Background: an optimization exercise with open tools, aiming at small area, a short achievable clock period and few clock cycles. Do not read the settings as production practice. Where RTL was checked, it was by simulation tests only, not by an equivalence proof against the original. The RTL of run 1 was laid out without a check of its function. Power figures rest on the tool's default switching activity, not on a simulated workload.

**flow/config.mk**
```make
export PLATFORM = sky130hd
export DESIGN_NAME = rv_core
export DESIGN_NICKNAME = rv_core
export VERILOG_FILES = /design/flow/design.v
export SDC_FILE = /design/flow/constraint.sdc
export NUM_CORES = 4
export LEC_CHECK = 0
export CAP_MARGIN = 20
export CORE_MARGIN = 2
export CORE_UTILIZATION = 40
export SLEW_MARGIN = 20
```
**flow/constraint.sdc**
```tcl
create_clock -name core_clock -period 8.0 [get_ports {clk}]
set_input_delay 1.6000 -clock core_clock [delete_from_list [all_inputs] [get_ports {clk}]]
set_output_delay 1.6000 -clock core_clock [all_outputs]
set_load 0.01 [all_outputs]
```
**flow/design.v**
```verilog
`timescale 1ns/1ps
module rv_core (
  input  logic                 clk,
  input  logic                 rst_n,
  input  logic                 icache_resp,
  input  logic [32-1:0]  icache_rdata,
  output logic [32-1:0]  icache_address,
  output logic                 icache_read,
  input  logic                 dcache_resp,
  input  logic [32-1:0]  dcache_rdata,
  output logic [32-1:0]  dcache_address,
  output logic                 dcache_read,
  output logic                 dcache_write,
  output logic [32-1:0]  dcache_wdata,
  output logic [4-1:0] dcache_mbe
);
  logic        fr;           
  logic        lds;          
  logic [29:0] pc;
  logic        d_wr, d_ld, d_st, d_op, d_opi, d_lui, d_use1, d_use2;
  logic [31:7] d_w;
  logic        e_wr, e_ld, e_st;
  logic [4:0]  e_rd;
  logic [2:0]  e_f3;
  logic [31:0] e_a, e_b;
  logic [11:0] e_imm;
  logic        e_selimm, e_fa, e_fb;
  logic        e_sub, e_uns, e_arith;
  logic        e_radd, e_rcmp, e_rxor, e_ror, e_rand, e_rsl, e_rsr;
  logic        m_we, m_dr, m_dw;
  logic [4:0]  m_rd;
  logic [2:0]  m_f3;
  logic [31:0] m_res;
  logic [31:0] m_wdata;
  logic [3:0]  m_mbe;
  logic [31:0] rf [1:31];
  logic go;
  assign go = ~(fr & ~icache_resp) & ~((m_dr | m_dw) & ~dcache_resp);
  assign icache_read    = fr;
  assign icache_address = {pc, 2'b00};
  assign dcache_read    = m_dr;
  assign dcache_write   = m_dw;
  assign dcache_address = {m_res[31:2], 2'b00};
  assign dcache_wdata   = m_wdata;
  assign dcache_mbe     = m_mbe;
  logic [31:0] ld_sh, ld_val, m_final;
  always_comb begin
    ld_sh = dcache_rdata >> {m_res[1:0], 3'b000};
    case (m_f3)
      3'b000:  ld_val = {{24{ld_sh[7]}}, ld_sh[7:0]};
      3'b001:  ld_val = {{16{ld_sh[15]}}, ld_sh[15:0]};
      3'b100:  ld_val = {24'b0, ld_sh[7:0]};
      3'b101:  ld_val = {16'b0, ld_sh[15:0]};
      default: ld_val = dcache_rdata;
    endcase
    m_final = m_dr ? ld_val : m_res;
  end
  always_ff @(posedge clk) begin
    for (int i = 1; i < 32; i++) begin
      if (go && m_we && m_rd == 5'(i)) rf[i] <= m_final;
    end
  end
  logic [31:0] iw;
  logic        f_op, f_opi, f_lui, f_ld, f_st, f_use1, f_use2, f_wr, ldu;
  always_comb begin
    iw     = icache_rdata;
    f_op   = iw[6:0] == 7'b0110011;
    f_opi  = iw[6:0] == 7'b0010011;
    f_lui  = iw[6:0] == 7'b0110111;
    f_ld   = iw[6:0] == 7'b0000011;
    f_st   = iw[6:0] == 7'b0100011 &&
             (iw[14:12] == 3'b000 || iw[14:12] == 3'b001 || iw[14:12] == 3'b010);
    f_use1 = f_op | f_opi | f_ld | f_st;
    f_use2 = f_op | f_st;
    f_wr   = (f_op | f_opi | f_lui | f_ld) & (iw[11:7] != 5'd0);
    ldu    = d_ld & d_wr & ((f_use1 & (iw[19:15] == d_w[11:7])) |
                            (f_op & (iw[24:20] == d_w[11:7])));
  end
  always_ff @(posedge clk) begin
    if (!rst_n) begin
      fr  <= 1'b0;
      lds <= 1'b0;
    end else if (go) begin
      fr  <= ~(fr & ldu);
      lds <= fr & ldu;
    end
  end
  always_ff @(posedge clk) begin
    if (!rst_n) begin
      pc <= '0;
    end else if (go && fr) begin
      pc <= pc + 30'd1;
    end
  end
  always_ff @(posedge clk) begin
    if (!rst_n) begin
      d_wr <= 1'b0;
      d_ld <= 1'b0;
      d_st <= 1'b0;
    end else if (go && !lds) begin
      d_wr <= fr & f_wr;
      d_ld <= fr & f_ld;
      d_st <= fr & f_st;
    end
  end
  always_ff @(posedge clk) begin
    if (go && !lds) begin
      d_op   <= f_op;
      d_opi  <= f_opi;
      d_lui  <= f_lui;
      d_use1 <= f_use1;
      d_use2 <= f_use2;
      d_w    <= iw[31:7];
    end
  end
  logic [4:0]  d_rs1, d_rs2, d_rd;
  logic [2:0]  d_f3;
  logic [31:1] s1, s2;
  logic [31:0] r1, r2, a_val, b_val;
  logic        byp1, byp2;
  always_comb begin
    d_rs1 = d_w[19:15];
    d_rs2 = d_w[24:20];
    d_rd  = d_w[11:7];
    d_f3  = d_w[14:12];
    for (int i = 1; i < 32; i++) begin
      s1[i] = d_use1 & (d_rs1 == 5'(i));
      s2[i] = d_use2 & (d_rs2 == 5'(i));
    end
    r1 = '0;
    r2 = '0;
    for (int i = 1; i < 32; i++) begin
      r1 = r1 | ({32{s1[i]}} & rf[i]);
      r2 = r2 | ({32{s2[i]}} & rf[i]);
    end
    byp1  = m_we & d_use1 & (m_rd == d_rs1);
    byp2  = m_we & d_use2 & (m_rd == d_rs2);
    a_val = d_lui ? {d_w[31:12], 12'b0} : (byp1 ? m_final : r1);
    b_val = byp2 ? m_final : r2;
  end
  always_ff @(posedge clk) begin
    if (!rst_n) begin
      e_wr <= 1'b0;
      e_ld <= 1'b0;
      e_st <= 1'b0;
    end else if (go) begin
      e_wr <= d_wr & ~lds;
      e_ld <= d_ld & ~lds;
      e_st <= d_st & ~lds;
    end
  end
  always_ff @(posedge clk) begin
    if (go && !lds) begin
      e_rd     <= d_rd;
      e_f3     <= d_f3;
      e_a      <= a_val;
      e_b      <= b_val;
      e_imm    <= d_st ? {d_w[31:25], d_w[11:7]} : (d_lui ? 12'b0 : d_w[31:20]);
      e_selimm <= ~d_op;
      e_fa     <= e_wr & d_use1 & (e_rd == d_rs1);
      e_fb     <= e_wr & d_use2 & (e_rd == d_rs2);
      e_sub    <= (d_op & d_f3 == 3'b000 & d_w[30]) |
                  ((d_op | d_opi) & d_f3[2:1] == 2'b01);
      e_uns    <= d_f3[0];
      e_arith  <= d_w[30];
      e_radd   <= ~(d_op | d_opi) | d_f3 == 3'b000;
      e_rcmp   <= (d_op | d_opi) & d_f3[2:1] == 2'b01;
      e_rxor   <= (d_op | d_opi) & d_f3 == 3'b100;
      e_ror    <= (d_op | d_opi) & d_f3 == 3'b110;
      e_rand   <= (d_op | d_opi) & d_f3 == 3'b111;
      e_rsl    <= (d_op | d_opi) & d_f3 == 3'b001;
      e_rsr    <= (d_op | d_opi) & d_f3 == 3'b101;
    end
  end
  logic [31:0] op_a, rs2v, op_b, stv, bx, sum, sh_in, sh_out, sh_res, res, st_sh;
  logic [32:0] sum33;
  logic        lt, ltu, cmp;
  logic [1:0]  off;
  logic [3:0]  mbe;
  always_comb begin
    op_a  = e_fa ? m_res : e_a;
    rs2v  = e_fb ? m_res : e_b;
    op_b  = e_selimm ? {{20{e_imm[11]}}, e_imm} : rs2v;
    stv   = e_fb ? m_final : e_b;
    bx    = op_b ^ {32{e_sub}};
    sum33 = {1'b0, op_a} + {1'b0, bx} + {32'b0, e_sub};
    sum   = sum33[31:0];
    lt    = (op_a[31] ^ op_b[31]) ? op_a[31] : sum[31];
    ltu   = ~sum33[32];
    cmp   = e_uns ? ltu : lt;
    for (int i = 0; i < 32; i++) sh_in[i] = e_rsl ? op_a[31 - i] : op_a[i];
    sh_out = 32'($signed({e_rsr & e_arith & op_a[31], sh_in}) >>> op_b[4:0]);
    for (int i = 0; i < 32; i++) sh_res[i] = e_rsl ? sh_out[31 - i] : sh_out[i];
    res = ({32{e_radd}} & sum) |
          ({32{e_rcmp}} & {31'b0, cmp}) |
          ({32{e_rxor}} & (op_a ^ op_b)) |
          ({32{e_ror}}  & (op_a | op_b)) |
          ({32{e_rand}} & (op_a & op_b)) |
          ({32{e_rsl | e_rsr}} & sh_res);
    off   = sum[1:0];
    st_sh = stv << {off, 3'b000};
    case (e_f3[1:0])
      2'b00:   mbe = 4'b0001 << off;
      2'b01:   mbe = 4'b0011 << off;
      default: mbe = 4'b1111;
    endcase
  end
  always_ff @(posedge clk) begin
    if (!rst_n) begin
      m_we <= 1'b0;
      m_dr <= 1'b0;
      m_dw <= 1'b0;
    end else if (go) begin
      m_we <= e_wr;
      m_dr <= e_ld;
      m_dw <= e_st;
    end
  end
  always_ff @(posedge clk) begin
    if (go) begin
      m_rd    <= e_rd;
      m_f3    <= e_f3;
      m_res   <= res;
      m_wdata <= (e_f3[1:0] == 2'b10) ? stv : st_sh;
      m_mbe   <= mbe;
    end
  end
endmodule
```
**flow/run.sh**
```bash
#!/bin/bash
# synth_recipe.tcl (not shown) runs the flow's synth.tcl, then flattens the netlist and writes it again
# the make line also repeats each setting of config.mk as NAME=value (left out here)
make -C /OpenROAD-flow-scripts/flow DESIGN_CONFIG=/design/flow/config.mk WORK_HOME=/design/flow/orfs CLKGATE_MAP_FILE= SYNTH_SCRIPT=/design/flow/synth_recipe.tcl finish
```
==> impl_metrics.ini, run 1 <==
[floorplan]
core_um2 = 150000
initial_core_util_pct = 40.2
die_h_um = 392
die_w_um = 392
num_rows = 142
io_pins = 171
die-area_um2 = 153000

[timing]
max_slew.worst_pin.slew_ns = 1.25
skew_ns = 0.0434
worst_hold_slack_ns = 0.479
drv_slew = 0
setup-tns-final_ns = 0
period_share_pct = 71.4
min_period_ns = 5.71
relSlewSlack_pct = 16.2
max_freq_mhz = 175
final_hold_viol_count = 0
finalSetupViolations = 0
rsz0062_at_grt = no

[critical_path]
worstPathArrival_ns = 6.26
cp-end-kind = register
crit_family = compound AO/OA/AOI/OAI gates
crit_type = reg -> reg
max_stage_delay_ns = 0.98
r2r_end = m_res[14]
crit_path_top_delay_cell = edfxtp_1
cp_cell_sequence = mux2i_1 > o21ai_2 > buf_4 > inv_2 > xnor2_1 > inv_1 > fa_1 > nor2b_1 > o2111ai_1 > nand3_1 > nand2_1 > and3_1 > o41ai_1 > xor2_1 > a221o_1 > a211o_1
ff2ff_setup_slack_ns = 2.29
crit_path_start = e_fb
crit_buf_inv = 3
crit_path_start_kind = register
cp_max_fo = 38
ff2ff_path_depth = 16
critPathRequiredTime_ns = 8.55
r2r_start = e_fb

[power_and_ir_drop]
pwr-share-seq_pct = 46.0
p_switching_w = 0.00543
power.internal_w = 0.0125
combPwrFrac_pct = 18.5
p_clk_share_pct = 35.5
sw_frac_of_total_pct = 30.3
p_per_area_nw_per_um2 = 258
total_leakage_power_nw = 22.9
vdd_drop_max_mv = 0.196

[finish]
stdcell_count = 6921
area_growth_pct = 15.4
regArea_um2 = 36700
final_cell_mix = edfxtp_1 (1,194), a22oi_1 (381), a221oi_1 (276)
drive_above_1_share_pct = 12.5
layout.nets = 4957
nFillCells = 13300
multi_input_area_um2 = 22300
stdcell_area_um2 = 69400
fin_util_pct = 46.4
final_common_cell = edfxtp_1

[drt]
finalWirelength_um = 298000
first_pass_iters = 11
drtIter0Drc = 12300
wl_met3_um = 51900
routed_via_density = 7.54
routed-wl-met2_um = 119000
dr.max_layer_used = met5
wl_met1_um = 97900
drc = 0
ant_nets = 0
routedWlPerCell_um = 43.1
vias = 52200

[min_path]
hp-class = reg -> reg
hold_path_depth = 2
min-delay-start = e_st
holdPathEnd = m_dw

[clock_network]
clock_sinks = 1235
post_cts_buffers = 0
clockBufferDepth = 3
clock-root-buffer = clkbuf_16
ctsHoldBuffers = 0
clk_pin_slew_ns = 0.06
cts_tree = done
cts_resized = 0
clock_latency_ns = 0.81
htree_levels = 4
numCtsBuffers = 134

[yosys]
async_flop_share_pct = 0
yosysSeqAreaShare_pct = 61.0
avgSynthCellArea_um2 = 12.8
yosysUniqueCellTypes = 90
yosys_warnings = 2
synth_edf_count = 1194
syn_area_um2 = 60100
synthFlopType = edfxtp_1
netlist_instances = 4685
ys_seq_elements = 1235

[grt]
antenna_found_initial = 15
grt_overflow = 0
grt_max_degree = 128
grt_use_total_pct = 37.7
first_global_vias = 48200
grt_pass1_wl_um = 398000

[run]
maxCapViolations = 0

[placement]
place.gp.congestion = 1.01
post_dp_cell_area_um2 = 64900
hpwl_um = 176000
dpl.cell_count = 6670
port_buffers = 166

[status]
status = no timing/DRC/antenna violations
metrics by stage:
step,worst slack [ns],power [W]
floorplan,0.161,0.0100
global placement,2.47,0.0115
detailed placement,2.45,0.0115
CTS,2.43,0.0178
global route,2.04,0.0183
finish,2.29,0.0179
logic make-up (layout without fill, tap and decap cells):
kind of cell	Yosys count	count (layout)	synth area share, %
compound gates	1566	1566	19.9
flops	1235	1235	61.0
simple gates	1007	1007	8.07
buf+inv	487	696	3.41
mux	179	179	3.96
xor+xnor	113	113	1.65
fa+ha+maj	97	97	2.03
other cells	1	12	0.00624
power by group through the flow:
stage / sequential [W] / combinational, W / clock (W)
floorplan: 0.00815 / 0.00185 / 0
global placement: 0.00836 / 0.00317 / 0
detailed placement: 0.00836 / 0.00318 / 0
CTS: 0.00822 / 0.00319 / 0.00634
global route: 0.00823 / 0.00347 / 0.00658
finish: 0.00824 / 0.00332 / 0.00636
worst register-to-register path: stages (launching register included):
cell and delay, ns:
edfxtp_1 0.98, mux2i_1 0.53, o21ai_2 0.08, buf_4 0.26, inv_2 0.66, xnor2_1 0.26, inv_1 0.10, fa_1 0.43
nor2b_1 0.18, o2111ai_1 0.17, nand3_1 0.22, nand2_1 0.10, and3_1 0.20, o41ai_1 0.58, xor2_1 0.14, a221o_1 0.32
a211o_1 0.27
synth_stat cells, types with 31 or more instances:
cell      instances  area share (%)
xnor2_1          86             1.3
a22o_1          271             3.9
dfxtp_1          41             1.4
edfxtp_1       1194              60
nand2_1         218             1.4
buf_1            48            0.30
nor2_1          277             1.7
nand4_1         148             1.5
mux4_2           31             1.2
a22oi_1         381             4.8
inv_1            95            0.59
and2_1           36            0.37
mux2i_1         101             1.7
a222oi_1         60             1.0
ha_1             96             2.0
mux2_2           32            0.60
nor3_1           75            0.62
nor2b_1          39            0.41
buf_4            37            0.46
a21oi_1         194             1.6
clkbuf_1        269             1.7
o21ai_0         121             1.0
a221oi_1        276             4.0
nand3_1         126             1.0
flip-flops by register name, summed over array words and instances (netlist names), 3 cells and up:
| register | cells |
|---|---|
| rf | 992 |
| e_a | 32 |
| e_b | 32 |
| m_res | 32 |
| m_wdata | 32 |
| pc | 30 |
| d_w | 25 |
| e_imm | 12 |
| e_rd | 5 |
| m_rd | 5 |
| m_mbe | 4 |
| e_f3 | 3 |
| m_f3 | 3 |
how the worst max path moves through the flow:
stage | endpoint | slack, ns | depth (start not counted)
finish | m_res[14] | 2.29 | 16
detailed placement | m_res[14] | 2.45 | 16
global route | m_res[14] | 2.04 | 16
global placement | m_res[14] | 2.47 | 16
floorplan | d_lui | 0.16 | 3
CTS | m_res[14] | 2.43 | 16
layer usage:
layer	up-vias	track usage (%)
met4	24	27.1
met5	-	0.447
met3	1903	16.9
met1	25000	45.9
met2	5933	52.8
li1	19400	-
final cells by class:
type                            instances  share of cell area [%]
Multi-Input combinational cell       2966                    32.1
Clock inverter                         84                    1.31
Clock buffer                          157                    5.03
Timing Repair Buffer                  354                    4.54
Tap cell                             2016                    3.63
Antenna cell                            8                  0.0288
Sequential cell                      1235                    52.8
Inverter                              101                   0.550
==> run 2, diff against run 1 <==
--- a/flow/design.v
+++ b/flow/design.v
@@ -14,6 +14,31 @@
   output logic [32-1:0]  dcache_wdata,
   output logic [4-1:0] dcache_mbe
 );
+  function automatic logic [32:0] ks_add(input logic [31:0] a, input logic [31:0] b,
+                                         input logic cin);
+    logic [31:0] g, p, gg, pp, gn, pn, s;
+    g    = a & b;
+    p    = a ^ b;
+    g[0] = g[0] | (p[0] & cin);
+    gg   = g;
+    pp   = p;
+    for (int d = 1; d < 32; d = d * 2) begin
+      for (int i = 0; i < 32; i++) begin
+        if (i >= d) begin
+          gn[i] = gg[i] | (pp[i] & gg[i-d]);
+          pn[i] = pp[i] & pp[i-d];
+        end else begin
+          gn[i] = gg[i];
+          pn[i] = pp[i];
+        end
+      end
+      gg = gn;
+      pp = pn;
+    end
+    s[0] = p[0] ^ cin;
+    for (int i = 1; i < 32; i++) s[i] = p[i] ^ gg[i-1];
+    ks_add = {gg[31], s};
+  endfunction
   logic        fr;           
   logic        lds;          
   logic [29:0] pc;
@@ -22,10 +47,9 @@
   logic        e_wr, e_ld, e_st;
   logic [4:0]  e_rd;
   logic [2:0]  e_f3;
-  logic [31:0] e_a, e_b;
-  logic [11:0] e_imm;
-  logic        e_selimm, e_fa, e_fb;
-  logic        e_sub, e_uns, e_arith;
+  logic [31:0] e_a, e_b, e_sd;    
+  logic        e_fsl;              
+  logic        e_rsub, e_uns, e_arith;
   logic        e_radd, e_rcmp, e_rxor, e_ror, e_rand, e_rsl, e_rsr;
   logic        m_we, m_dr, m_dw;
   logic [4:0]  m_rd;
@@ -117,7 +141,8 @@
   logic [2:0]  d_f3;
   logic [31:1] s1, s2;
   logic [31:0] r1, r2, a_val, b_val;
-  logic        byp1, byp2;
+  logic        byp1, byp2, fwd_ok, fa_n, fb_n, fs_n;
+  logic [31:0] sd_val, imm, res;
   always_comb begin
     d_rs1 = d_w[19:15];
     d_rs2 = d_w[24:20];
@@ -135,8 +160,16 @@
     end
     byp1  = m_we & d_use1 & (m_rd == d_rs1);
     byp2  = m_we & d_use2 & (m_rd == d_rs2);
-    a_val = d_lui ? {d_w[31:12], 12'b0} : (byp1 ? m_final : r1);
-    b_val = byp2 ? m_final : r2;
+    a_val  = byp1 ? m_final : r1;
+    sd_val = byp2 ? m_final : r2;
+    if (d_lui)     imm = {d_w[31:12], 12'b0};
+    else if (d_st) imm = {{20{d_w[31]}}, d_w[31:25], d_w[11:7]};
+    else           imm = {{20{d_w[31]}}, d_w[31:20]};
+    b_val = d_op ? sd_val : imm;
+    fwd_ok = e_wr & ~e_ld;
+    fa_n   = fwd_ok & d_use1 & (e_rd == d_rs1);
+    fb_n   = fwd_ok & d_op & (e_rd == d_rs2);
+    fs_n   = fwd_ok & d_st & (e_rd == d_rs2);
   end
   always_ff @(posedge clk) begin
     if (!rst_n) begin
@@ -153,17 +186,16 @@
     if (go && !lds) begin
       e_rd     <= d_rd;
       e_f3     <= d_f3;
-      e_a      <= a_val;
-      e_b      <= b_val;
-      e_imm    <= d_st ? {d_w[31:25], d_w[11:7]} : (d_lui ? 12'b0 : d_w[31:20]);
-      e_selimm <= ~d_op;
-      e_fa     <= e_wr & d_use1 & (e_rd == d_rs1);
-      e_fb     <= e_wr & d_use2 & (e_rd == d_rs2);
-      e_sub    <= (d_op & d_f3 == 3'b000 & d_w[30]) |
-                  ((d_op | d_opi) & d_f3[2:1] == 2'b01);
+      e_a      <= ({32{fa_n & e_radd}} & sum) | ({32{fa_n & e_rsub}} & dif) |
+                  ({32{fa_n}} & oth) | ({32{~fa_n}} & a_val);
+      e_b      <= ({32{fb_n & e_radd}} & sum) | ({32{fb_n & e_rsub}} & dif) |
+                  ({32{fb_n}} & oth) | ({32{~fb_n}} & b_val);
+      e_sd     <= fs_n ? res : sd_val;
+      e_fsl    <= e_ld & d_st & (e_rd == d_rs2);
       e_uns    <= d_f3[0];
       e_arith  <= d_w[30];
-      e_radd   <= ~(d_op | d_opi) | d_f3 == 3'b000;
+      e_radd   <= ~(d_op | d_opi) | (d_f3 == 3'b000 & ~(d_op & d_w[30]));
+      e_rsub   <= d_op & d_f3 == 3'b000 & d_w[30];
       e_rcmp   <= (d_op | d_opi) & d_f3[2:1] == 2'b01;
       e_rxor   <= (d_op | d_opi) & d_f3 == 3'b100;
       e_ror    <= (d_op | d_opi) & d_f3 == 3'b110;
@@ -172,31 +204,32 @@
       e_rsr    <= (d_op | d_opi) & d_f3 == 3'b101;
     end
   end
-  logic [31:0] op_a, rs2v, op_b, stv, bx, sum, sh_in, sh_out, sh_res, res, st_sh;
-  logic [32:0] sum33;
+  logic [31:0] op_a, op_b, stv, oth, sum, sh_in, sh_out, sh_res, st_sh;
+  logic [32:0] dif33, sum33;
+  logic [31:0] dif;
   logic        lt, ltu, cmp;
   logic [1:0]  off;
   logic [3:0]  mbe;
   always_comb begin
-    op_a  = e_fa ? m_res : e_a;
-    rs2v  = e_fb ? m_res : e_b;
-    op_b  = e_selimm ? {{20{e_imm[11]}}, e_imm} : rs2v;
-    stv   = e_fb ? m_final : e_b;
-    bx    = op_b ^ {32{e_sub}};
-    sum33 = {1'b0, op_a} + {1'b0, bx} + {32'b0, e_sub};
+    op_a  = e_a;
+    op_b  = e_b;
+    stv   = e_fsl ? m_final : e_sd;
+    sum33 = ks_add(op_a, op_b, 1'b0);
     sum   = sum33[31:0];
-    lt    = (op_a[31] ^ op_b[31]) ? op_a[31] : sum[31];
-    ltu   = ~sum33[32];
+    dif33 = ks_add(op_a, ~op_b, 1'b1);
+    dif   = dif33[31:0];
+    lt    = (op_a[31] ^ op_b[31]) ? op_a[31] : dif[31];
+    ltu   = ~dif33[32];
     cmp   = e_uns ? ltu : lt;
     for (int i = 0; i < 32; i++) sh_in[i] = e_rsl ? op_a[31 - i] : op_a[i];
     sh_out = 32'($signed({e_rsr & e_arith & op_a[31], sh_in}) >>> op_b[4:0]);
     for (int i = 0; i < 32; i++) sh_res[i] = e_rsl ? sh_out[31 - i] : sh_out[i];
-    res = ({32{e_radd}} & sum) |
-          ({32{e_rcmp}} & {31'b0, cmp}) |
+    oth = ({32{e_rcmp}} & {31'b0, cmp}) |
           ({32{e_rxor}} & (op_a ^ op_b)) |
           ({32{e_ror}}  & (op_a | op_b)) |
           ({32{e_rand}} & (op_a & op_b)) |
           ({32{e_rsl | e_rsr}} & sh_res);
+    res = ({32{e_radd}} & sum) | ({32{e_rsub}} & dif) | oth;
     off   = sum[1:0];
     st_sh = stv << {off, 3'b000};
     case (e_f3[1:0])
--- a/flow/config.mk
+++ b/flow/config.mk
@@ -8,4 +8,5 @@
 export CAP_MARGIN = 20
 export CORE_MARGIN = 2
 export CORE_UTILIZATION = 40
+export SETUP_SLACK_MARGIN = 4
 export SLEW_MARGIN = 20
==> run 2 against run 1 <==
  * Maximum frequency rose by 23%
  * Worst setup slack improved by 1.1 ns
  * Still clean
  * Cell count rose by 8.6%
  * Core utilization rose by 1.4 points
  * Critical endpoint is now e_b[31]
  * Critical path depth rose by 6
  * Clock power rose by 1%
  * Critical path type unchanged
  * Total power fell by 4.3%
==> impl_metrics.ini, run 2 <==
[status]
status = no timing/DRC/antenna violations

[power_and_ir_drop]
p_per_area_nw_per_um2 = 233
p_total_w = 0.0171
vdd_drop_max_mv = 0.159
total_leakage_power_nw = 25.4

[finish]
fin_util_pct = 47.8
layout.nets = 5518
area_growth_pct = 18.8
drive_above_1_share_pct = 16.5
stdcell_area_um2 = 73700
final_cell_mix = edfxtp_1 (1,212), a22oi_1 (722), nand2_1 (364)
regMostFlops = rf
final_common_cell = edfxtp_1
largest_register_ffs = 992

[yosys]
synth_edf_count = 1212
ys_seq_elements = 1253
synthFlopType = edfxtp_1
netlist_instances = 5086
avgSynthCellArea_um2 = 12.2
syn_area_um2 = 62100
synth_top_area_cell = edfxtp_1
yosysMostFrequentCell = edfxtp_1
yosysSeqAreaShare_pct = 60.0
yosysUniqueCellTypes = 96
synth_top_area_share_pct = 58.7
yosys_warnings = 2
async_flop_share_pct = 0
synth_common_cells = edfxtp_1 (1,212), a22oi_1 (723), nand2_1 (373)
synth_area_leaders = edfxtp_1 (59%), a22oi_1 (8.7%), nand2_1 (2.3%)

[timing]
max_slew.worst_pin.slew_ns = 1.37
max_freq_mhz = 216
final_hold_viol_count = 0
period_share_pct = 57.9
min_period_ns = 4.63
skew_ns = 0.0686
rsz0062_at_grt = yes
relSlewSlack_pct = 8.20
setup-tns-final_ns = 0
drv_slew = 0
finalSetupViolations = 0

[critical_path]
crit_path_start_kind = register
critPathRequiredTime_ns = 8.51
crit_family = compound AO/OA/AOI/OAI gates
crit_type = reg -> reg
max_stage_delay_ns = 0.51
cp-end-kind = register
worstPathArrival_ns = 5.14
crit_path_top_delay_cell = or4_4
crit_buf_inv = 4
cp_max_fo = 4
cp_cell_sequence = buf_12 > inv_2 > ha_4 > or4_4 > nor2_4 > and2_4 > a311oi_2 > buf_4 > o21ai_4 > a21oi_4 > o31ai_4 > a21oi_2 > o21bai_1 > a21oi_2 > fa_1 > o22ai_1 > nand3b_1 > a221oi_2 > o21ai_1 > a211oi_2 > buf_4 > o221ai_1

[min_path]
hp-class = reg -> reg

[placement]
hpwl_um = 191000
place.gp.congestion = 1.00
port_buffers = 166
post_dp_cell_area_um2 = 67200

[grt]
grt_pass1_wl_um = 420000
grt_overflow = 0
grt_use_total_pct = 38.4
antenna_found_initial = 22
grt_max_degree = 133
first_global_vias = 51000

[clock_network]
clockBufferDepth = 3
cts_tree = done
clk_pin_slew_ns = 0.06
clock-root-buffer = clkbuf_16
ctsHoldBuffers = 0
clock_latency_ns = 0.84
htree_levels = 4
clock_sinks = 1253
numCtsBuffers = 137

[floorplan]
initial_core_util_pct = 40.3
die_h_um = 398
die-area_um2 = 158000
num_rows = 144
core_um2 = 154000
die_w_um = 398
io_pins = 171

[drt]
first_pass_iters = 14
routedWlPerCell_um = 41.9
vias = 55100
routed_via_density = 7.33
finalWirelength_um = 315000
drc = 0
ant_nets = 0
drtIter0Drc = 12600

[run]
maxCapViolations = 0
-- run 2: cell type report --
cell class              instances  area (um^2)
diodes                          7         17.5
well taps                    2044         2560
flip-flops and latches       1253        37200
fillers                     13700        80300
repair buffers                517         4680
inverters                     148          604
clock buffers                 166         3550
clock inverters                86         1000
multi-input cells            3293        24100
-- run 2: final timing paths --
kind,from,endpoint,slack (ns),cells after the start
max,e_a[8],e_b[31],3.37,22
min reg2reg,e_f3[2],m_f3[2],0.43,0
max reg2reg,e_a[8],e_b[31],3.37,22
min,e_f3[2],m_f3[2],0.43,0
-- run 2: power breakdown --
part           internal, W  leakage [nW]  switching, W
Sequential         0.00772          11.5      0.000183
Combinational     0.000883          11.7       0.00192
Clock              0.00359          2.19       0.00286
Total               0.0122          25.4       0.00496
-- run 2: cells by family (layout without fill, tap and decap cells) --
kind of cell | after synthesis | in the layout | synth area share, %
fa+ha+maj | 100 | 100 | 2.05
other cells | 1 | 11 | 0.00604
compound gates | 1672 | 1673 | 19.7
xor+xnor | 83 | 83 | 1.17
simple gates | 1239 | 1239 | 9.35
flops | 1253 | 1253 | 60.0
buf+inv | 544 | 917 | 3.61
mux | 194 | 194 | 4.10
-- run 2: repair_timing --
item | 4_1_cts | 5_1_grt
gates resized for setup | 109 | 56
setup buffers | 85 | 42
pin swaps | 50 | 18
gates cloned | 3 | 4
endpoints found under the setup margin | 389 | 163
-- run 2: worst reg2reg max path: stages (launching register included) --
cell and delay, ns:
edfxtp_1 0.42, buf_12 0.17, inv_2 0.07, ha_4 0.21
or4_4 0.51, nor2_4 0.12, and2_4 0.15, a311oi_2 0.04
buf_4 0.18, o21ai_4 0.20, a21oi_4 0.10, o31ai_4 0.26
a21oi_2 0.10, o21bai_1 0.17, a21oi_2 0.09, fa_1 0.48
o22ai_1 0.08, nand3b_1 0.21, a221oi_2 0.18, o21ai_1 0.13
a211oi_2 0.17, buf_4 0.16, o221ai_1 0.10
-- run 2: layer usage --
layer / track usage, % / vias up / part of all wire (%) / routed length, um
met3: 18.6 / 1800 / 17 / 54500
met1: 45.7 / 26400 / 33 / 104000
li1: - / 20800 / - / -
met4: 27.9 / 32 / 9.8 / 30900
met5: 2.09 / - / 0.20 / 643
met2: 53.5 / 6002 / 40 / 125000
-- run 2: stage by stage --
stage / instances / worst slack [ns] / hold WS [ns]
2_1_floorplan: 5089 / 3.50 / 0.400
4_1_cts: 7461 / 3.48 / 0.430
3_5_place_dp: 7121 / 2.17 / 0.422
6_report: 7514 / 3.37 / 0.429
5_1_grt: 7508 / 3.25 / 0.428
3_3_place_gp: 7121 / 2.17 / 0.414
Testbench counts of run 2, summed over its fixed seeds: cycles 10,686.
==> run 3, diff against run 2 <==
--- a/flow/design.v
+++ b/flow/design.v
@@ -81,7 +81,7 @@
   end
   always_ff @(posedge clk) begin
     for (int i = 1; i < 32; i++) begin
-      if (go && m_we && m_rd == 5'(i)) rf[i] <= m_final;
+      if (m_we && m_rd == 5'(i)) rf[i] <= m_final;
     end
   end
   logic [31:0] iw;
--- a/flow/config.mk
+++ b/flow/config.mk
@@ -5,8 +5,9 @@
 export SDC_FILE = /design/flow/constraint.sdc
 export NUM_CORES = 4
 export LEC_CHECK = 0
+export ABC_AREA = 1
 export CAP_MARGIN = 20
 export CORE_MARGIN = 2
 export CORE_UTILIZATION = 40
-export SETUP_SLACK_MARGIN = 4
+export SETUP_SLACK_MARGIN = 5
 export SLEW_MARGIN = 20
==> run 3 against run 2 <==
  * Register-to-register slack better by 1.3 ns
  * Wire length is 25% higher
  * Sequential power is 13% higher
  * Sequential share of layout area is 6.0 points lower
  * Cell count is 42% higher
  * Worst setup slack better by 1.3 ns
  * First-iteration DRC count is 17% higher
  * Flip-flop and latch count stayed put
==> impl_metrics.ini, run 3 <==
[status]
status = no timing/DRC/antenna violations

[finish]
largest_register_ffs = 992
area_growth_pct = 23.9
regMostFlops = rf
final_common_cell = nand2_1
layout.nets = 8488
final_cell_mix = nand2_1 (2,080), edfxtp_1 (1,212), inv_1 (832)
drive_above_1_share_pct = 18.7

[grt]
grt_pass1_wl_um = 516000
grt_max_degree = 67
grt_use_total_pct = 43.7
grt_overflow = 0
first_global_vias = 62600
antenna_found_initial = 40

[yosys]
synth_top_area_cell = edfxtp_1
yosysUniqueCellTypes = 60
synth_common_cells = nand2_1 (2,236), edfxtp_1 (1,212), inv_1 (928)
yosysMostFrequentCell = nand2_1
async_flop_share_pct = 0
syn_area_um2 = 67600
synth_area_leaders = edfxtp_1 (54%), nand2_1 (12%), nand3_1 (5.3%)
synth_top_area_share_pct = 53.8
yosys_warnings = 2
avgSynthCellArea_um2 = 8.67
synthFlopType = edfxtp_1
yosysSeqAreaShare_pct = 55.1
netlist_instances = 7799
synth_edf_count = 1212
ys_seq_elements = 1253

[power_and_ir_drop]
total_leakage_power_nw = 33.5
vdd_drop_max_mv = 0.236
p_per_area_nw_per_um2 = 305

[floorplan]
core_um2 = 167000
die_h_um = 415
num_rows = 150
die-area_um2 = 172000
die_w_um = 415
initial_core_util_pct = 40.4
io_pins = 171

[placement]
port_buffers = 166
hpwl_um = 231000
place.gp.congestion = 1.06
place_ws_ns = 3.25

[clock_network]
clock_sinks = 1253
clock_latency_ns = 0.85
cts_tree = done
clock-root-buffer = clkbuf_16
numCtsBuffers = 136
clockBufferDepth = 3
ctsHoldBuffers = 0
htree_levels = 4
clk_pin_slew_ns = 0.06

[timing]
max_freq_mhz = 301
max_slew.worst_pin.slew_ns = 1.23
final_hold_viol_count = 0
finalSetupViolations = 0
setup_ws_ns = 4.68
skew_ns = 0.0612
setup-tns-final_ns = 0
drv_slew = 0
min_period_ns = 3.32
relSlewSlack_pct = 18.0
period_share_pct = 41.5
rsz0062_at_grt = yes

[critical_path]
ff2ff_path_depth = 15
worstPathArrival_ns = 3.92
cp-end-kind = register
crit_type = reg -> reg
critPathRequiredTime_ns = 8.59
r2r_end = m_res[31]
crit_path_start = e_a[4]
r2r_start = e_a[4]
cp_max_fo = 3
crit_path_start_kind = register
ff2ff_setup_slack_ns = 4.68
crit_end = m_res[31]

[min_path]
hp-class = reg -> reg

[drt]
ant_nets = 0
first_pass_iters = 11
routed_via_density = 6.62
finalWirelength_um = 393000
vias = 70800
drc = 0
routedWlPerCell_um = 36.7
drtIter0Drc = 14700

[run]
maxCapViolations = 0
## run 3: cell count changes in the layout (fill, tap and decap cells not counted), moves of 105 or more
cell,delta
o21ai_0,+145
o22ai_1,+301
a22oi_1,-711
inv_1,+695
nor2_1,+294
clkdlybuf4s50_1,-105
mux2i_1,-107
nand3_1,+511
nand2_1,+1716
## run 3: how the worst min path moves through the flow
stage                  from  endpoint  slack [ns]  depth (start not counted)
finish              e_f3[2]   m_f3[2]        0.42                          0
global route        e_f3[2]   m_f3[2]        0.43                          0
floorplan           e_f3[2]   m_f3[2]        0.40                          0
detailed placement  e_f3[2]   m_f3[2]        0.41                          0
global placement    e_f3[2]   m_f3[2]        0.40                          0
CTS                 e_f3[2]   m_f3[2]        0.42                          0
## run 3: cell type report
cell class,count,area (um^2)
Multi-Input combinational cell,5225,28200
Inverter,981,4070
Antenna cell,65,163
Clock inverter,82,792
Timing Repair Buffer,695,6780
Clock buffer,165,3540
Timing Repair inverter,28,215
Sequential cell,1253,37300
Fill cell,15600,83600
Tap cell,2204,2760
## run 3: power by group
group / switching (W) / leakage [nW] / internal (W)
logic: 0.00722 / 19.9 / 0.00307
registers: 0.000431 / 11.5 / 0.00853
clock network: 0.00293 / 2.10 / 0.00341
## run 3: cell families (layout without fill, tap and decap cells)
family / count (synthesis) / after routing / share of synthesized area, %
AO/OA/AOI/OAI: 1094 / 1094 / 9.66
XOR/XNOR: 37 / 37 / 0.479
adder cells (fa/ha/maj): 100 / 100 / 1.88
buffers and inverters: 1332 / 1951 / 8.06
flip-flops: 1253 / 1253 / 55.1
other: 1 / 69 / 0.00555
AND/OR/NAND/NOR: 3982 / 3990 / 24.9
## run 3: repair_timing
action | 4_1_cts | 5_1_grt
pin swaps | 75 | 129
cloned | 40 | 7
setup endpoints to repair | 1094 | 637
gates resized for setup | 1003 | 469
buffers inserted | 202 | 141
## run 3: critical path, stage by stage (launching register included)
cell and delay, ns:
edfxtp_1 0.52, buf_4 0.19, ha_1 0.24, o21bai_1 0.18
nand2_1 0.10, nand2_2 0.10, nand2_4 0.06, nand3_4 0.11
nand2_4 0.08, nand3_4 0.08, a41oi_4 0.11, fa_2 0.59
inv_2 0.04, a221oi_2 0.22, nand4_1 0.23, buf_4 0.24
## run 3: per-stage QoR
step / utilization, % / total power [W] / std cells / area, um^2 / hold WS [ns]
after floorplan: - / 0.0131 / 7802 / 68000 / 0.400
after global placement: 43.2 / 0.0165 / 9995 / 72300 / 0.404
after detailed placement: 43.2 / 0.0165 / 9996 / 72300 / 0.407
after CTS: 48.1 / 0.0240 / 10500 / 80600 / 0.421
after global routing: 49.9 / 0.0261 / 10600 / 83600 / 0.426
final: 50.0 / 0.0256 / 10700 / 83800 / 0.422
## run 3: routing by layer
layer	wire, um	GRT usage [%]	vias up	part of all wire, %
met2	154000	60.5	7470	39
li1	-	-	27700	-
met4	42900	36.0	44	11
met3	66600	21.1	2308	17
met5	736	0.111	-	0.19
met1	129000	50.7	33300	33
Testbench counts of run 3, summed over its fixed seeds: cycles 10,686.
==> run 4, diff against run 3 <==
--- a/flow/design.v
+++ b/flow/design.v
@@ -231,7 +231,10 @@
           ({32{e_rsl | e_rsr}} & sh_res);
     res = ({32{e_radd}} & sum) | ({32{e_rsub}} & dif) | oth;
     off   = sum[1:0];
-    st_sh = stv << {off, 3'b000};
+    st_sh[7:0]   = stv[7:0];
+    st_sh[15:8]  = (e_f3[1] | (e_f3[0] & off == 2'd0)) ? stv[15:8] : stv[7:0];
+    st_sh[23:16] = e_f3[1] ? stv[23:16] : ((e_f3[0] & off == 2'd1) ? stv[15:8] : stv[7:0]);
+    st_sh[31:24] = e_f3[1] ? stv[31:24] : ((e_f3[0] & off == 2'd2) ? stv[15:8] : stv[7:0]);
     case (e_f3[1:0])
       2'b00:   mbe = 4'b0001 << off;
       2'b01:   mbe = 4'b0011 << off;
@@ -254,7 +257,7 @@
       m_rd    <= e_rd;
       m_f3    <= e_f3;
       m_res   <= res;
-      m_wdata <= (e_f3[1:0] == 2'b10) ? stv : st_sh;
+      m_wdata <= st_sh;
       m_mbe   <= mbe;
     end
   end
==> run 4 against run 3 <==
  * Synthesized cell count fell by 2.1%
  * Wire length rose by 3.4%
  * Design area rose by 0.74%
  * Via count rose by 0.92%
  * Flip-flop and latch count did not move
  * Core utilization rose by 0.60 points
  * Critical path depth fell by 4
  * Die area fell by 0.89%
  * Largest power group unchanged
==> impl_metrics.ini, run 4 <==
[timing]
drv_slew = 0
period_share_pct = 41.4
min_period_ns = 3.31
skew_ns = 0.0451
relSlewSlack_pct = 17.0
rsz0062_at_grt = yes
max_slew.worst_pin.slew_ns = 1.24
worst_hold_slack_ns = 0.426
max_freq_mhz = 302
final_hold_viol_count = 0
finalSetupViolations = 0
setup-tns-final_ns = 0

[floorplan]
die_w_um = 413
die_h_um = 413
num_rows = 150
io_pins = 171
core_um2 = 167000
die-area_um2 = 171000
initial_core_util_pct = 40.2

[drt]
finalWirelength_um = 407000
drc = 0
routedWlPerCell_um = 38.3
vias = 71400
first_pass_iters = 9
routed_via_density = 6.72
drtIter0Drc = 15300
ant_nets = 0

[grt]
first_global_vias = 62300
grt_pass1_wl_um = 527000
antenna_found_initial = 38
grt_max_degree = 64
grt_use_total_pct = 45.7
grt_overflow = 0

[finish]
final_cell_mix = nand2_1 (1,889), edfxtp_1 (1,212), inv_1 (837)
area_growth_pct = 26.0
layout.nets = 8418
stdcell_area_um2 = 84400
final_common_cell = nand2_1
largest_register_ffs = 992
drive_above_1_share_pct = 19.9
regMostFlops = rf

[clock_network]
ctsHoldBuffers = 0
clock_sinks = 1253
clk_pin_slew_ns = 0.06
numCtsBuffers = 139
clock-root-buffer = clkbuf_16
htree_levels = 4
clock_latency_ns = 0.84
cts_tree = done
clockBufferDepth = 3

[yosys]
yosysSeqAreaShare_pct = 55.6
synth_top_area_share_pct = 54.3
yosys_warnings = 2
avgSynthCellArea_um2 = 8.77
synth_area_leaders = edfxtp_1 (54%), nand2_1 (11%), inv_1 (5.3%)
synth_common_cells = nand2_1 (2,046), edfxtp_1 (1,212), inv_1 (947)
yosysMostFrequentCell = nand2_1
synth_compound_area_share_pct = 10.5
synth_top_area_cell = edfxtp_1
synth_adder_area_share_pct = 1.90
synth_xor_area_share_pct = 0.536
synthFlopType = edfxtp_1
ys_seq_elements = 1253
synth-simple-area-share_pct = 23.5
yosysUniqueCellTypes = 58
synth_top_family_by_area = simple AND/OR/NAND/NOR gates
async_flop_share_pct = 0
synth_mux_area_share_pct = 0
synth_edf_count = 1212
syn_area_um2 = 67000
netlist_instances = 7636

[power_and_ir_drop]
total_leakage_power_nw = 33.7
vdd_drop_max_mv = 0.249
p_total_w = 0.0256
p_per_area_nw_per_um2 = 303

[placement]
hpwl_um = 240000
place.gp.congestion = 1.05
post_dp_cell_area_um2 = 71600
port_buffers = 166

[run]
maxCapViolations = 0

[critical_path]
crit_type = reg -> reg
worstPathArrival_ns = 3.90
cp-end-kind = register
critPathRequiredTime_ns = 8.59
cp_max_fo = 9
crit_path_start_kind = register

[min_path]
hp-class = reg -> reg

[status]
status = no timing/DRC/antenna violations
==> run 4: timing repair <==
action                                  in CTS  in global routing
endpoints found under the setup margin    1175                704
gates resized for setup                   1127                496
setup buffers                              274                153
gates cloned                                34                  9
pin swaps                                   74                131
==> run 4: through the flow <==
| stage | util [%] | std cells | worst slack, ns |
|---|---|---|---|
| after detailed placement | 43.0 | 9843 | 3.21 |
| after global routing | 50.5 | 10600 | 4.74 |
| final | 50.6 | 10600 | 4.69 |
| after global placement | 42.9 | 9842 | 3.30 |
| after floorplan | - | 7639 | 3.26 |
| after CTS | 48.6 | 10400 | 4.59 |
==> run 4: metal layers <==
metal	vias to the layer above	GRT usage (%)	part of all wire [%]
met3	2519	22.3	17
met4	34	38.0	11
li1	27500	-	-
met2	7800	63.2	39
met5	-	2.71	0.27
met1	33600	52.7	32
==> run 4: area by class of cell <==
type / instances / area, um^2
fill: 15400 / 82300
sequential: 1253 / 37300
multi-input combinational: 5051 / 27500
timing repair buffer: 784 / 7820
inverter: 994 / 4180
clock buffer: 169 / 3680
tap: 2204 / 2760
clock inverter: 80 / 875
timing repair inverter: 27 / 199
antenna: 64 / 160
==> run 4: logic make-up (layout without fill, tap and decap cells) <==
logic type / after synthesis / in the layout
xor gates and xnor gates: 41 / 41
AOI/OAI and AO/OA: 1181 / 1182
and+or+nand+nor: 3722 / 3724
DFF: 1253 / 1253
adders and majority gates: 100 / 100
other: 1 / 68
buffers and inverters: 1338 / 2054
==> run 4: worst max-delay path, cell delays in order, from the launching register on <==
cell	delay, ns
edfxtp_1	0.50
buf_4	0.20
buf_6	0.10
nor2_4	0.06
nand3_1	0.13
buf_12	0.18
buf_4	0.36
o22ai_1	0.16
nor4_1	0.39
nand4_1	0.62
nand2_1	0.24
nand2_1	0.08
==> run 4: report_power, final <==
group	switching, W	internal, W	total (W)	leakage [nW]
clock network	0.00291	0.00372	0.00663	2.21
registers	0.000431	0.00851	0.00894	11.5
logic	0.00710	0.00293	0.0100	20.0
total	0.0104	0.0152	0.0256	33.7
==> run 4: worst paths after layout <==
| check | from | to | slack [ns] | cells past startpoint |
|---|---|---|---|---|
| worst max register to register | d_w[16] | e_a[18] | 4.69 | 11 |
| worst min-delay path | e_f3[2] | m_f3[2] | 0.43 | 0 |
| worst max-delay path | d_w[16] | e_a[18] | 4.69 | 11 |
| worst min register to register | e_f3[2] | m_f3[2] | 0.43 | 0 |
Testbench counts of run 4, summed over its fixed seeds: cycles 10,686.
==> run 5, diff against run 4 <==
--- a/flow/config.mk
+++ b/flow/config.mk
@@ -11,3 +11,4 @@
 export CORE_UTILIZATION = 40
 export SETUP_SLACK_MARGIN = 5
 export SLEW_MARGIN = 20
+export TNS_END_PERCENT = 0
==> run 5 against run 4 <==
  * Global-route usage fell by 1.8 points
  * Clock power fell by 2%
  * Die area did not move
  * Flip-flop and latch count did not move
  * Largest cell class unchanged
  * Highest routed layer unchanged
==> impl_metrics.ini, run 5 <==
[status]
status = no timing/DRC/antenna violations

[yosys]
syn_area_um2 = 67000
yosysSeqAreaShare_pct = 55.6
yosys_warnings = 2
synthFlopType = edfxtp_1
netlist_instances = 7636
synth_top_area_share_pct = 54.3
avgSynthCellArea_um2 = 8.77
yosysUniqueCellTypes = 58
synth_area_leaders = edfxtp_1 (54%), nand2_1 (11%), inv_1 (5.3%)
synth_edf_count = 1212
synth_top_area_cell = edfxtp_1
async_flop_share_pct = 0
yosysMostFrequentCell = nand2_1
synth_common_cells = nand2_1 (2,046), edfxtp_1 (1,212), inv_1 (947)
ys_seq_elements = 1253

[clock_network]
clock_sinks = 1253
cts_tree = done
clock-root-buffer = clkbuf_16
clockBufferDepth = 3
htree_levels = 4
clock_latency_ns = 0.86
ctsHoldBuffers = 0
clk_pin_slew_ns = 0.06
numCtsBuffers = 139

[drt]
first_pass_iters = 11
drtIter0Drc = 14400
ant_nets = 0
drc = 0
routedWlPerCell_um = 37.4
finalWirelength_um = 387000
vias = 68000
routed_via_density = 6.58

[finish]
nFillCells = 15900
layout.nets = 8119
area_growth_pct = 17.7
final_cell_mix = nand2_1 (1,997), edfxtp_1 (1,212), inv_1 (885)
drive_above_1_share_pct = 11.3
fin_util_pct = 47.3
regMostFlops = rf
largest_register_ffs = 992
final_common_cell = nand2_1

[critical_path]
cp-end-kind = register
critPathRequiredTime_ns = 8.58
cp_max_fo = 18
crit_family = simple AND/OR/NAND/NOR gates
cp_cell_sequence = inv_1 > nand2_1 > nor2_1 > nand2_2 > buf_4 > o22ai_1 > nor2_1 > and3_1 > nand4_1 > nand3_1 > nand2_1
crit_path_start = d_w[18]
r2r_start = d_w[18]
crit_path_top_delay_cell = buf_4
crit_path_start_kind = register
worstPathArrival_ns = 4.32
crit_buf_inv = 2
crit_type = reg -> reg
max_stage_delay_ns = 0.66

[power_and_ir_drop]
sw_frac_of_total_pct = 40.5
total_leakage_power_nw = 31.1
p_per_area_nw_per_um2 = 304
vdd_drop_max_mv = 0.244
p_switching_w = 0.00971
p_clk_share_pct = 27.1
pwr-share-seq_pct = 37.3
combPwrFrac_pct = 35.6
power.internal_w = 0.0143

[grt]
grt_use_total_pct = 43.9
grt_overflow = 0
grt_max_degree = 124
first_global_vias = 60200
grt_pass1_wl_um = 506000
antenna_found_initial = 33

[min_path]
min-delay-start = e_f3[2]
hp-class = reg -> reg

[timing]
period_share_pct = 46.7
relSlewSlack_pct = 11.3
final_hold_viol_count = 0
max_slew.worst_pin.slew_ns = 1.33
setup-tns-final_ns = 0
max_freq_mhz = 267
drv_slew = 0
skew_ns = 0.0688
setup_ws_ns = 4.26
min_period_ns = 3.74
rsz0062_at_grt = yes
finalSetupViolations = 0

[placement]
place.gp.congestion = 1.04
hpwl_um = 237000
port_buffers = 166
place_ws_ns = 2.62

[floorplan]
io_pins = 171
initial_core_util_pct = 40.2
num_rows = 150
die_h_um = 413
die-area_um2 = 171000
die_w_um = 413
core_um2 = 167000

[run]
maxCapViolations = 0
[run 5: path summary, 6_finish.rpt]
path | end | slack, ns | cells after the start
min reg2reg | m_f3[2] | 0.43 | 0
max | e_a[12] | 4.26 | 11
min | m_f3[2] | 0.43 | 0
max reg2reg | e_a[12] | 4.26 | 11
[run 5: power groups by stage]
stage / Clock, W / Combinational, W / Sequential [W]
finish: 0.00650 / 0.00853 / 0.00894
global route: 0.00670 / 0.00877 / 0.00894
CTS: 0.00646 / 0.00790 / 0.00893
detailed placement: 0 / 0.00698 / 0.00922
global placement: 0 / 0.00697 / 0.00922
floorplan: 0 / 0.00390 / 0.00887
[run 5: worst register-to-register path, cell delays in order (launching register included)]
cell      delay, ns
edfxtp_1       0.56
inv_1          0.14
nand2_1        0.18
nor2_1         0.10
nand2_2        0.27
buf_4          0.66
o22ai_1        0.19
nor2_1         0.15
and3_1         0.18
nand4_1        0.66
nand3_1        0.32
nand2_1        0.09
[run 5: cells by family after synthesis]
group / Yosys count / share of synthesized area, %
compound gates: 1181 / 10.5
simple gates: 3722 / 23.5
flops: 1253 / 55.6
fa+ha+maj: 100 / 1.90
other cells: 1 / 0.00560
buf+inv: 1338 / 8.03
xor+xnor: 41 / 0.536
[run 5: per-stage QoR]
stage	cells	hold slack (ns)	instance area (um^2)	total power, W
after global routing	10300	0.441	78700	0.0244
after floorplan	7639	0.400	67000	0.0128
after global placement	9852	0.409	71500	0.0162
final	10300	0.427	78800	0.0240
after CTS	10200	0.423	78200	0.0233
after detailed placement	9852	0.406	71500	0.0162
[run 5: routing by layer]
layer | wire [um] | global-route usage, % | up-vias | part of all wire, %
li1 | - | - | 26800 | -
met1 | 128000 | 51.7 | 31900 | 33
met2 | 152000 | 60.8 | 7119 | 39
met3 | 64500 | 20.0 | 2127 | 17
met4 | 41700 | 36.4 | 18 | 11
met5 | 528 | 0.650 | - | 0.14
[run 5: cell type report]
type                       instances  area [um^2]  area share, %
antenna                           69          173          0.219
inverter                         994         3890           4.93
multi-input combinational       5049        25600           32.5
tap                             2204         2760           3.50
timing repair buffer             494         4520           5.74
timing repair inverter            20          148          0.187
clock inverter                    92          892           1.13
sequential                      1253        37200           47.2
clock buffer                     162         3610           4.58
[run 5: repair_timing]
action	in CTS	in global routing
gates resized for setup	371	57
pin swaps	16	20
cloned	28	0
endpoints found under the setup margin	1365	1319
buffers inserted	103	30
==> run 6, diff against run 5 <==
--- a/flow/config.mk
+++ b/flow/config.mk
@@ -9,6 +9,7 @@
 export CAP_MARGIN = 20
 export CORE_MARGIN = 2
 export CORE_UTILIZATION = 40
+export CTS_CLUSTER_DIAMETER = 80
+export CTS_CLUSTER_SIZE = 30
 export SETUP_SLACK_MARGIN = 5
 export SLEW_MARGIN = 20
-export TNS_END_PERCENT = 0
==> run 6 against run 5 <==
  * Still clean
  * Non-clock buffer count up 339
  * Total power down 1.1%
  * Clock-buffer cell count down 86
  * Clock skew down 0.012 ns
  * Highest routed layer unchanged
==> impl_metrics.ini, run 6 <==
[timing]
final_hold_viol_count = 0
skew_ns = 0.0571
drv_slew = 0
setup_ws_ns = 4.70
rsz0062_at_grt = yes
period_share_pct = 41.3
min_period_ns = 3.30
setup-tns-final_ns = 0
finalSetupViolations = 0
relSlewSlack_pct = 15.7
max_freq_mhz = 303
max_slew.worst_pin.slew_ns = 1.26

[clock_network]
clock_sinks = 1253
clock-root-buffer = clkbuf_16
numCtsBuffers = 72
clockBufferDepth = 3
ctsHoldBuffers = 0
cts_tree = done
htree_levels = 3
clk_pin_slew_ns = 0.11
clock_latency_ns = 0.76

[floorplan]
initial_core_util_pct = 40.2
die_h_um = 413
io_pins = 171
core_um2 = 167000
die-area_um2 = 171000
die_w_um = 413
num_rows = 150

[drt]
drtIter0Drc = 14800
drc = 0
routedWlPerCell_um = 38.5
finalWirelength_um = 406000
vias = 70500
routed_via_density = 6.68
first_pass_iters = 13
ant_nets = 0

[yosys]
async_flop_share_pct = 0
synth_top_area_share_pct = 54.3
ys_seq_elements = 1253
netlist_instances = 7636
yosys_warnings = 2
synth_area_leaders = edfxtp_1 (54%), nand2_1 (11%), inv_1 (5.3%)
synth_top_area_cell = edfxtp_1
yosysSeqAreaShare_pct = 55.6
syn_area_um2 = 67000
synth_edf_count = 1212
yosysUniqueCellTypes = 58
yosysMostFrequentCell = nand2_1
avgSynthCellArea_um2 = 8.77
synth_common_cells = nand2_1 (2,046), edfxtp_1 (1,212), inv_1 (947)
synthFlopType = edfxtp_1

[min_path]
hold_path_depth = 0
min-delay-start = e_f3[2]
hp-class = reg -> reg
holdPathEnd = m_f3[2]

[critical_path]
crit_type = reg -> reg
ff2ff_path_depth = 12
critPathRequiredTime_ns = 8.50
cp_max_fo = 6
ff2ff_setup_slack_ns = 4.70
crit_path_start_kind = register
worstPathArrival_ns = 3.80
r2r_end = e_a[12]
cp-end-kind = register
r2r_start = d_w[16]

[grt]
antenna_found_initial = 45
grt_max_degree = 64
grt_overflow = 0
first_global_vias = 61700
grt_use_total_pct = 45.7
grt_pass1_wl_um = 526000

[placement]
port_buffers = 166
place_ws_ns = 3.21
dpl.cell_count = 9843
place.gp.congestion = 1.05
hpwl_um = 240000

[finish]
layout.nets = 8402
final_common_cell = nand2_1
drive_above_1_share_pct = 20.1
nFillCells = 15500
final_cell_mix = nand2_1 (1,886), edfxtp_1 (1,212), inv_1 (837)
stdcell_count = 10600
area_growth_pct = 24.6
regMostFlops = rf
largest_register_ffs = 992

[power_and_ir_drop]
total_leakage_power_nw = 33.1
p_total_w = 0.0237
p_per_area_nw_per_um2 = 284
vdd_drop_max_mv = 0.223

[status]
status = no timing/DRC/antenna violations

[run]
maxCapViolations = 0
## run 6: power breakdown
group | internal (W) | total [W] | switching (W) | leakage, nW
clock network | 0.00192 | 0.00463 | 0.00270 | 1.27
logic | 0.00299 | 0.0102 | 0.00717 | 20.4
registers | 0.00850 | 0.00891 | 0.000417 | 11.5
## run 6: critical path, stage by stage (launching register included)
cell and delay, ns:
edfxtp_1 0.47, buf_4 0.19, nand2_4 0.09, nor2_2 0.06, nand2_2 0.08, buf_12 0.13, buf_4 0.18, buf_8 0.25
o22ai_1 0.15, nor4_2 0.27, nand4_1 0.73, nand3_1 0.32, nand2_1 0.07
## run 6: cell type report
type,instances,area (um^2),share of cell area (%)
sequential,1253,37300,44.7
multi-input combinational,5051,27600,33.0
timing repair buffer,833,8610,10.3
inverter,994,4240,5.08
tap,2204,2760,3.30
clock buffer,76,1860,2.23
clock inverter,56,800,0.958
timing repair inverter,29,218,0.261
antenna,56,140,0.168
## run 6: metal layers
| metal | GRT usage (%) | part of all wire (%) | vias to the layer above |
|---|---|---|---|
| met2 | 63.5 | 39 | 7536 |
| met3 | 22.5 | 17 | 2465 |
| met5 | 2.43 | 0.28 | - |
| met4 | 37.9 | 11 | 42 |
| li1 | - | - | 27400 |
| met1 | 52.5 | 32 | 33100 |
## run 6: cells by family after synthesis
| group | synth area share [%] |
|---|---|
| compound gates | 10.5 |
| xor+xnor | 0.536 |
| fa+ha+maj | 1.90 |
| buf+inv | 8.03 |
| flops | 55.6 |
| other cells | 0.00560 |
| simple gates | 23.5 |
## run 6: stage by stage
stage,cell area [um^2],utilization (%),hold slack (ns)
floorplan,67200,-,0.400
global placement,71600,42.9,0.410
detailed placement,71600,43.0,0.411
CTS,79500,47.7,0.453
global route,83300,50.0,0.471
finish,83500,50.1,0.456
## run 6: worst max path at each step
stage	startpoint	to	slack, ns
final	d_w[16]	e_a[12]	4.70
after global routing	e_a[9]	e_b[31]	4.77
after CTS	e_b[2]	e_sd[31]	4.79
after detailed placement	dcache_rdata[7]	rf[14][12]	3.21
after global placement	dcache_rdata[7]	rf[15][12]	3.30
after floorplan	dcache_resp	d_wr	3.26
## run 6: repair_timing
item                        CTS  global route
setup buffers               278           194
pin swaps                    84           125
setup endpoints to repair  1214           580
gates resized for setup    1120           545
gates cloned                 38            11
==> run 7, diff against run 6 <==
--- a/flow/config.mk
+++ b/flow/config.mk
@@ -9,7 +9,7 @@
 export CAP_MARGIN = 20
 export CORE_MARGIN = 2
 export CORE_UTILIZATION = 40
-export CTS_CLUSTER_DIAMETER = 80
-export CTS_CLUSTER_SIZE = 30
+export CTS_CLUSTER_DIAMETER = 70
+export CTS_CLUSTER_SIZE = 26
 export SETUP_SLACK_MARGIN = 5
 export SLEW_MARGIN = 20
==> run 7 against run 6 <==
  * Design area decreased by 1.8%
  * Maximum frequency increased by 2.1%
  * Still clean
  * Cell count decreased by 0.95%
  * Total power increased by 0.85%
  * Die area unchanged
  * Core utilization decreased by 0.88 points
  * Critical endpoint is now e_sd[31]
==> impl_metrics.ini, run 7 <==
[yosys]
synth_edf_count = 1212
yosysUniqueCellTypes = 58
netlist_instances = 7636
synth_top_area_share_pct = 54.3
ys_seq_elements = 1253
synth_area_leaders = edfxtp_1 (54%), nand2_1 (11%), inv_1 (5.3%)
yosysMostFrequentCell = nand2_1
synth_common_cells = nand2_1 (2,046), edfxtp_1 (1,212), inv_1 (947)
yosysSeqAreaShare_pct = 55.6
synthFlopType = edfxtp_1
async_flop_share_pct = 0
yosys_warnings = 2
avgSynthCellArea_um2 = 8.77
syn_area_um2 = 67000
synth_top_area_cell = edfxtp_1

[power_and_ir_drop]
sw_frac_of_total_pct = 43.3
p_total_w = 0.0239
power.internal_w = 0.0135
p_per_area_nw_per_um2 = 292
vdd_drop_max_mv = 0.229
p_clk_share_pct = 21.5
pwr-share-seq_pct = 37.3
total_leakage_power_nw = 32.5
p_switching_w = 0.0104
combPwrFrac_pct = 41.2

[timing]
setup-tns-final_ns = 0
drv_slew = 0
period_share_pct = 40.4
setup_ws_ns = 4.77
rsz0062_at_grt = yes
max_freq_mhz = 309
skew_ns = 0.0818
worst_hold_slack_ns = 0.446
finalSetupViolations = 0
max_slew.worst_pin.slew_ns = 1.19
relSlewSlack_pct = 20.8
min_period_ns = 3.23
final_hold_viol_count = 0

[critical_path]
max_stage_delay_ns = 0.56
ff2ff_setup_slack_ns = 4.77
critPathRequiredTime_ns = 8.55
crit_path_top_delay_cell = edfxtp_1
crit_type = reg -> reg
cp_cell_sequence = inv_2 > ha_4 > inv_4 > nand2_4 > nor3_4 > nand3_4 > nand3_4 > nand2_4 > nand3_4 > a41oi_4 > fa_2 > nor2_1 > a211oi_1 > nand4_1 > buf_6 > nand2_4 > nand2_2
cp_max_fo = 7
r2r_start = e_b[5]
crit_end = e_sd[31]
worstPathArrival_ns = 3.78
crit_path_start_kind = register
ff2ff_path_depth = 17
cp-end-kind = register
crit_path_start = e_b[5]
r2r_end = e_sd[31]

[placement]
hpwl_um = 240000
port_buffers = 166
place_ws_ns = 3.21
place.gp.congestion = 1.05

[min_path]
hp-class = reg -> reg

[finish]
regMostFlops = rf
area_growth_pct = 22.4
largest_register_ffs = 992
nFillCells = 15700
regArea_um2 = 37300
final_cell_mix = nand2_1 (1,890), edfxtp_1 (1,212), inv_1 (850)
drive_above_1_share_pct = 18.4
layout.nets = 8276
multi_input_area_um2 = 27300
final_common_cell = nand2_1

[grt]
antenna_found_initial = 45
grt_max_degree = 64
first_global_vias = 61600
grt_use_total_pct = 45.6
grt_pass1_wl_um = 525000
grt_overflow = 0

[floorplan]
die_w_um = 413
die-area_um2 = 171000
die_h_um = 413
core_um2 = 167000
io_pins = 171
initial_core_util_pct = 40.2
num_rows = 150

[drt]
finalWirelength_um = 402000
first_pass_iters = 13
routed_via_density = 6.69
ant_nets = 0
routedWlPerCell_um = 38.5
drc = 0
drtIter0Drc = 15200
vias = 70000

[clock_network]
htree_levels = 3
clock_latency_ns = 0.82
cts_tree = done
ctsHoldBuffers = 0
numCtsBuffers = 88
clock-root-buffer = clkbuf_16
clock_sinks = 1253
clk_pin_slew_ns = 0.10
clockBufferDepth = 3

[status]
status = no timing/DRC/antenna violations

[run]
maxCapViolations = 0
==> run 7: cell counts after synthesis <==
Identical to the previous run, type by type.
==> run 7: worst min-delay path by stage <==
stage	startpoint	end	slack [ns]	depth (start not counted)
after floorplan	e_f3[2]	m_f3[2]	0.40	0
after global placement	e_f3[2]	m_f3[2]	0.41	0
after detailed placement	e_f3[2]	m_f3[2]	0.41	0
after CTS	e_f3[2]	m_f3[2]	0.43	0
after global routing	e_f3[2]	m_f3[2]	0.45	0
final	e_f3[2]	m_f3[2]	0.45	0
==> run 7: per-layer routing <==
| metal | vias up | part of all wire, % | GRT usage (%) |
|---|---|---|---|
| met5 | - | 0.25 | 2.66 |
| met4 | 35 | 11 | 37.9 |
| met2 | 7460 | 40 | 62.8 |
| met3 | 2274 | 17 | 22.3 |
| met1 | 33000 | 33 | 52.9 |
| li1 | 27200 | - | - |
==> run 7: cells by family after synthesis <==
group           after synthesis  synth area share, %
simple gates               3722                 23.5
buf+inv                    1338                 8.03
flops                      1253                 55.6
compound gates             1181                 10.5
fa+ha+maj                   100                 1.90
xor+xnor                     41                0.536
other cells                   1              0.00560
==> run 7: area by class of cell <==
cell class                 count  share of cell area [%]
antenna                       68                   0.208
clock buffer                  90                    2.72
clock inverter                72                    1.14
inverter                     994                    5.10
multi-input combinational   5051                    33.3
sequential                  1253                    45.4
tap                         2204                    3.36
timing repair buffer         693                    8.45
timing repair inverter        27                   0.244
==> run 7: metrics by stage <==
stage / util, % / area [um^2] / cells
CTS: 47.6 / 79400 / 10300
global route: 49.1 / 81800 / 10400
finish: 49.2 / 82000 / 10500
floorplan: - / 67200 / 7639
global placement: 42.9 / 71600 / 9842
detailed placement: 43.0 / 71600 / 9843
==> run 7: power by group through the flow <==
stage | clock, W | combinational, W | sequential [W]
2_1_floorplan | 0 | 0.00397 | 0.00886
3_3_place_gp | 0 | 0.00706 | 0.00924
3_5_place_dp | 0 | 0.00708 | 0.00924
4_1_cts | 0.00508 | 0.00871 | 0.00889
5_1_grt | 0.00531 | 0.0101 | 0.00892
6_report | 0.00514 | 0.00985 | 0.00891
==> run 7: repair_timing <==
| item | 4_1_cts | 5_1_grt |
|---|---|---|
| buffers inserted | 228 | 111 |
| pin swaps | 73 | 93 |
| endpoints found under the hold margin | 0 | 0 |
| resized for setup | 1056 | 421 |
| setup endpoints to repair | 1209 | 667 |
| gates cloned | 36 | 4 |
==> run 7: worst max-delay path: cells and delay by family (launching register included) <==
family                     cells  cell delay, ns
DFF                            1            0.56
buffers and inverters          3            0.38
and+or+nand+nor               10            0.90
AOI/OAI and AO/OA              2            0.31
adders and majority gates      2            0.78

## port drivers added, routing unchanged
The results above use ideal ports. As a check the final layouts listed here were re-extracted and re-timed, cells and wires unchanged.
Step 1, drivers: a clkbuf_16 drives clk and a buf_2 each remaining input, both assumed.
Step 2 adds t to the input delays and takes it off the output delays; t is the mean of the earliest and latest rising clock arrival at the registers after step 1. Input paths then give back, and output paths get back, about the clock's delay inside the block.
Three values: ideal, step 1, step 2; two values: the first two.
| run | shift t [ns] | slack for setup (ns) | worst slew at a driven data input, ns |
|---|---|---|---|
| run 1 | 0.873 | 2.289 / 2.289 / 2.289 | 0.08 |
| run 2 | 0.883 | 3.366 / 3.366 / 3.096 | 0.08 |
| run 3 | 0.899 | 4.677 / 4.677 / 4.211 | 0.07 |
| run 4 | 0.899 | 4.690 / 4.690 / 4.096 | 0.09 |
| run 5 | 0.907 | 4.261 / 4.261 / 3.593 | 0.09 |
| run 6 | 0.827 | 4.700 / 4.700 / 4.159 | 0.09 |
| run 7 | 0.859 | 4.766 / 4.750 / 4.197 | 0.10 |
After both steps every run listed still meets setup and hold. The setup slack of run 5, which loses most, moves by 0.000 ns with the drivers and by -0.668 ns with both steps.
